Context: an optimization exercise on an open-source flow, tuned for small area. The choices shown serve that exercise and are no tape-out recipe. Function was checked by simulation only, so behaviour that the tests miss may differ from the original. No activity file was given, so power comes from the tool's default toggle rates.

==> flow/design.v <==
module la_capture_core #(
  parameter int WIDTH = 8,
  parameter int DEPTH = 256,
  parameter int AW    = $clog2(DEPTH)
) (
  input  logic             gclk,
  input  logic             gresetn,
  input  logic             arm,
  input  logic             abort,
  input  logic [WIDTH-1:0] probe_i,
  input  logic [WIDTH-1:0] trig_mask,
  input  logic [WIDTH-1:0] trig_value,
  input  logic [1:0]       trig_mode,
  input  logic [AW-1:0]    pre_count,
  output logic             busy,
  output logic             triggered,
  output logic             done,
  input  logic             rd_en,
  input  logic [AW-1:0]    rd_addr,
  output logic [WIDTH-1:0] rd_data,
  output logic             rd_valid
);
  logic                        in_pre;
  logic [DEPTH-1:0][WIDTH-1:0] sr;
  logic [AW-1:0]    cnt;
  logic [AW-1:0]    pre_q;
  logic [WIDTH-1:0] mask_q;
  logic [WIDTH-1:0] value_q;
  logic [1:0]       mode_q;
  logic             prev_match;
  logic             have_prev;    
  logic             wait_st;
  logic             start;
  logic             match;
  logic             change;
  logic             hit;
  logic             adv;
  logic             last;
  logic [AW-1:0]    cnt_inc;
  logic [AW-1:0]    rd_phys;
  logic [DEPTH-1:0] rd_sel;
  logic [WIDTH-1:0] rd_mux;
  always_comb begin
    wait_st = busy && !in_pre && !triggered;
    start   = arm && !busy;
    match   = ((probe_i ^ value_q) & mask_q) == '0;
    change  = ((probe_i ^ sr[0]) & mask_q) != '0;
    cnt_inc = cnt + AW'(1);
    rd_phys = cnt + ~rd_addr;
    hit     = 1'b0;
    case (mode_q)
      2'b00:   hit = match;
      2'b01:   hit = have_prev && match && !prev_match;
      2'b10:   hit = have_prev && !match && prev_match;
      default: hit = have_prev && change;
    endcase
    adv  = (wait_st && hit) || (busy && triggered);
    last = adv && (cnt == AW'(DEPTH - 1));
  end
  localparam int NL = (DEPTH + 2) / 3;
  logic [15:0] lo_n, hi_n;
  la_capture_pdec u_lo (.a(rd_phys[3:0]), .y_n(lo_n));
  la_capture_pdec u_hi (.a(rd_phys[7:4]), .y_n(hi_n));
  for (genvar i = 0; i < DEPTH; i++) begin : g_dec
    la_capture_nor2 u_nor (.a_n(lo_n[i % 16]), .b_n(hi_n[i / 16]), .y(rd_sel[i]));
  end
  for (genvar b = 0; b < WIDTH; b++) begin : g_rd
    logic [NL-1:0] leaf_n;
    for (genvar l = 0; l < NL; l++) begin : g_leaf
      localparam int K = (DEPTH - 3 * l) < 3 ? (DEPTH - 3 * l) : 3;
      logic [K-1:0] s, d;
      for (genvar k = 0; k < K; k++) begin : g_k
        assign s[k] = rd_sel[3 * l + k];
        assign d[k] = sr[3 * l + k][b];
      end
      la_capture_aoi #(.N(K)) u_aoi (.sel(s), .d(d), .y_n(leaf_n[l]));
    end
    assign rd_mux[b] = ~&leaf_n;
  end
  always_ff @(posedge gclk) begin
    sr <= {sr[DEPTH-2:0], done ? sr[DEPTH-1] : probe_i};
  end
  always_ff @(posedge gclk) begin
    prev_match <= match;
    have_prev  <= busy;
    if (start) begin
      mask_q  <= trig_mask;
      value_q <= trig_value;
      mode_q  <= trig_mode;
      pre_q   <= pre_count;
      cnt     <= '0;
    end else if (!wait_st || hit) begin
      cnt <= cnt_inc;
    end
  end
  always_ff @(posedge gclk or negedge gresetn) begin
    if (!gresetn) begin
      in_pre    <= 1'b0;
      busy      <= 1'b0;
      triggered <= 1'b0;
      done      <= 1'b0;
      rd_data   <= '0;
      rd_valid  <= 1'b0;
    end else begin
      rd_valid <= done && rd_en;
      if (done && rd_en) rd_data <= rd_mux;
      if (abort) begin
        in_pre    <= 1'b0;
        busy      <= 1'b0;
        triggered <= 1'b0;
        done      <= 1'b0;
      end else if (start) begin
        in_pre    <= pre_count != '0;
        busy      <= 1'b1;
        triggered <= 1'b0;
        done      <= 1'b0;
      end else begin
        if (in_pre && cnt_inc == pre_q) in_pre <= 1'b0;
        if (wait_st && hit) triggered <= 1'b1;
        if (last) begin
          busy <= 1'b0;
          done <= 1'b1;
        end
      end
    end
  end
endmodule
module la_capture_pdec (
  input  logic [3:0]  a,
  output logic [15:0] y_n
);
  logic [3:0] a_n;
  for (genvar j = 0; j < 4; j++) begin : g_inv
    la_capture_inv u_inv (.a(a[j]), .y(a_n[j]));
  end
  for (genvar i = 0; i < 16; i++) begin : g_nand
    la_capture_nand4 u_nand (
      .a(i[0] ? a[0] : a_n[0]),
      .b(i[1] ? a[1] : a_n[1]),
      .c(i[2] ? a[2] : a_n[2]),
      .d(i[3] ? a[3] : a_n[3]),
      .y(y_n[i])
    );
  end
endmodule
module la_capture_inv (
  input  logic a,
  output logic y
);
  assign y = ~a;
endmodule
module la_capture_nand4 (
  input  logic a,
  input  logic b,
  input  logic c,
  input  logic d,
  output logic y
);
  assign y = ~(a & b & c & d);
endmodule
module la_capture_nor2 (
  input  logic a_n,
  input  logic b_n,
  output logic y
);
  assign y = ~(a_n | b_n);
endmodule
module la_capture_aoi #(
  parameter int N = 3
) (
  input  logic [N-1:0] sel,
  input  logic [N-1:0] d,
  output logic         y_n
);
  assign y_n = ~|(sel & d);
endmodule
clock: 8.0 ns
lec_check: 0
cap_margin: 20
core_margin: 2
core_utilization: 75
slew_margin: 20
synth_hierarchical: 1
synth_minimum_keep_size: 0
standard.sh (not shown) runs the stock make flow with config.mk's settings and CLKGATE_MAP_FILE= SYNTH_SCRIPT=/design/flow/synth_recipe.tcl, a recipe that flattens the netlist after the stock synthesis.
==> flow/flow/run.sh <==
#!/bin/bash
# Standard ORFS layout (the standard.sh), with two changes:
#  - port buffers use the smallest buffer, sky130_fd_sc_hd__buf_1;
#  - clock tree: clkbuf_8 sink clusters of at most 18 flops, no dummy loads.
set -euo pipefail
export BUFFER_PORTS_ARGS="-buffer_cell sky130_fd_sc_hd__buf_1"
export CTS_ARGS="-sink_clustering_enable -repair_clock_nets -dont_use_dummy_load -buf_list sky130_fd_sc_hd__clkbuf_8 -sink_clustering_size 18 -sink_clustering_max_diameter 40"
bash standard.sh > standard.log 2>&1
Next try:
--- a/flow/design.v
+++ b/flow/design.v
@@ -58,10 +58,10 @@
     last = adv && (cnt == AW'(DEPTH - 1));
   end
   localparam int NL = (DEPTH + 2) / 3;
   logic [15:0] lo_n, hi_n;
-  la_capture_pdec u_lo (.a(rd_phys[3:0]), .y_n(lo_n));
-  la_capture_pdec u_hi (.a(rd_phys[7:4]), .y_n(hi_n));
+  la_capture_pdec #(.AW(4), .N(16)) u_lo (.a(rd_phys[3:0]), .y_n(lo_n));
+  la_capture_pdec #(.AW(4), .N(16)) u_hi (.a(rd_phys[7:4]), .y_n(hi_n));
   for (genvar i = 0; i < DEPTH; i++) begin : g_dec
     la_capture_nor2 u_nor (.a_n(lo_n[i % 16]), .b_n(hi_n[i / 16]), .y(rd_sel[i]));
   end
   for (genvar b = 0; b < WIDTH; b++) begin : g_rd
@@ -124,40 +124,17 @@
       end
     end
   end
 endmodule
-module la_capture_pdec (
-  input  logic [3:0]  a,
-  output logic [15:0] y_n
+module la_capture_pdec #(
+  parameter int AW = 4,
+  parameter int N  = 16
+) (
+  input  logic [AW-1:0] a,
+  output logic [N-1:0]  y_n
 );
-  logic [3:0] a_n;
-  for (genvar j = 0; j < 4; j++) begin : g_inv
-    la_capture_inv u_inv (.a(a[j]), .y(a_n[j]));
-  end
-  for (genvar i = 0; i < 16; i++) begin : g_nand
-    la_capture_nand4 u_nand (
-      .a(i[0] ? a[0] : a_n[0]),
-      .b(i[1] ? a[1] : a_n[1]),
-      .c(i[2] ? a[2] : a_n[2]),
-      .d(i[3] ? a[3] : a_n[3]),
-      .y(y_n[i])
-    );
-  end
-endmodule
-module la_capture_inv (
-  input  logic a,
-  output logic y
-);
-  assign y = ~a;
-endmodule
-module la_capture_nand4 (
-  input  logic a,
-  input  logic b,
-  input  logic c,
-  input  logic d,
-  output logic y
-);
-  assign y = ~(a & b & c & d);
+  always_comb
+    for (int i = 0; i < N; i++) y_n[i] = a != AW'(i);
 endmodule
 module la_capture_nor2 (
   input  logic a_n,
   input  logic b_n,
Clock power fell by about 1%; first-iteration DRC count rose by 0.71%; cell count fell by 0.53%; global-route usage rose by 0.52 points; total power fell by 0.42%; die area is about the same; setup slack gets better by 0.23 ns; register-to-register slack gets better by 0.23 ns; design area hardly moves; via count rose by 1.1%; non-clock buffer count fell by 17; combinational power hardly moves.

## separate check: timing with driven ports
In the flow no input, the clock included, has a driving cell. The finished layouts below were timed again as built, in two steps.
Step 1: set_driving_cell puts a clkbuf_16 on gclk and a buf_2 on each other input, an assumption about the parent block.
Step 2 times the ports against the registers' clock, not the clock port: input delays grow and output delays shrink by t, the midpoint of the rising clock arrivals with the driver on.
a / b / c = ideal ports / drivers / drivers and shift; a / b = the first two.
run	t (ns)	slack for setup (ns)	latest minus earliest clock arrival (ns)	worst register clock-pin slew, ns
the first run	0.889	0.971 / 1.017 / 0.128	0.103 / 0.104	0.11 / 0.11
the second run	0.865	1.206 / 1.227 / 0.362	0.081 / 0.081	0.11 / 0.11
After both steps every run listed still meets setup and hold. For the second run, which loses most, drivers alone change the setup slack by +0.021 ns; drivers and shift together by -0.844 ns.
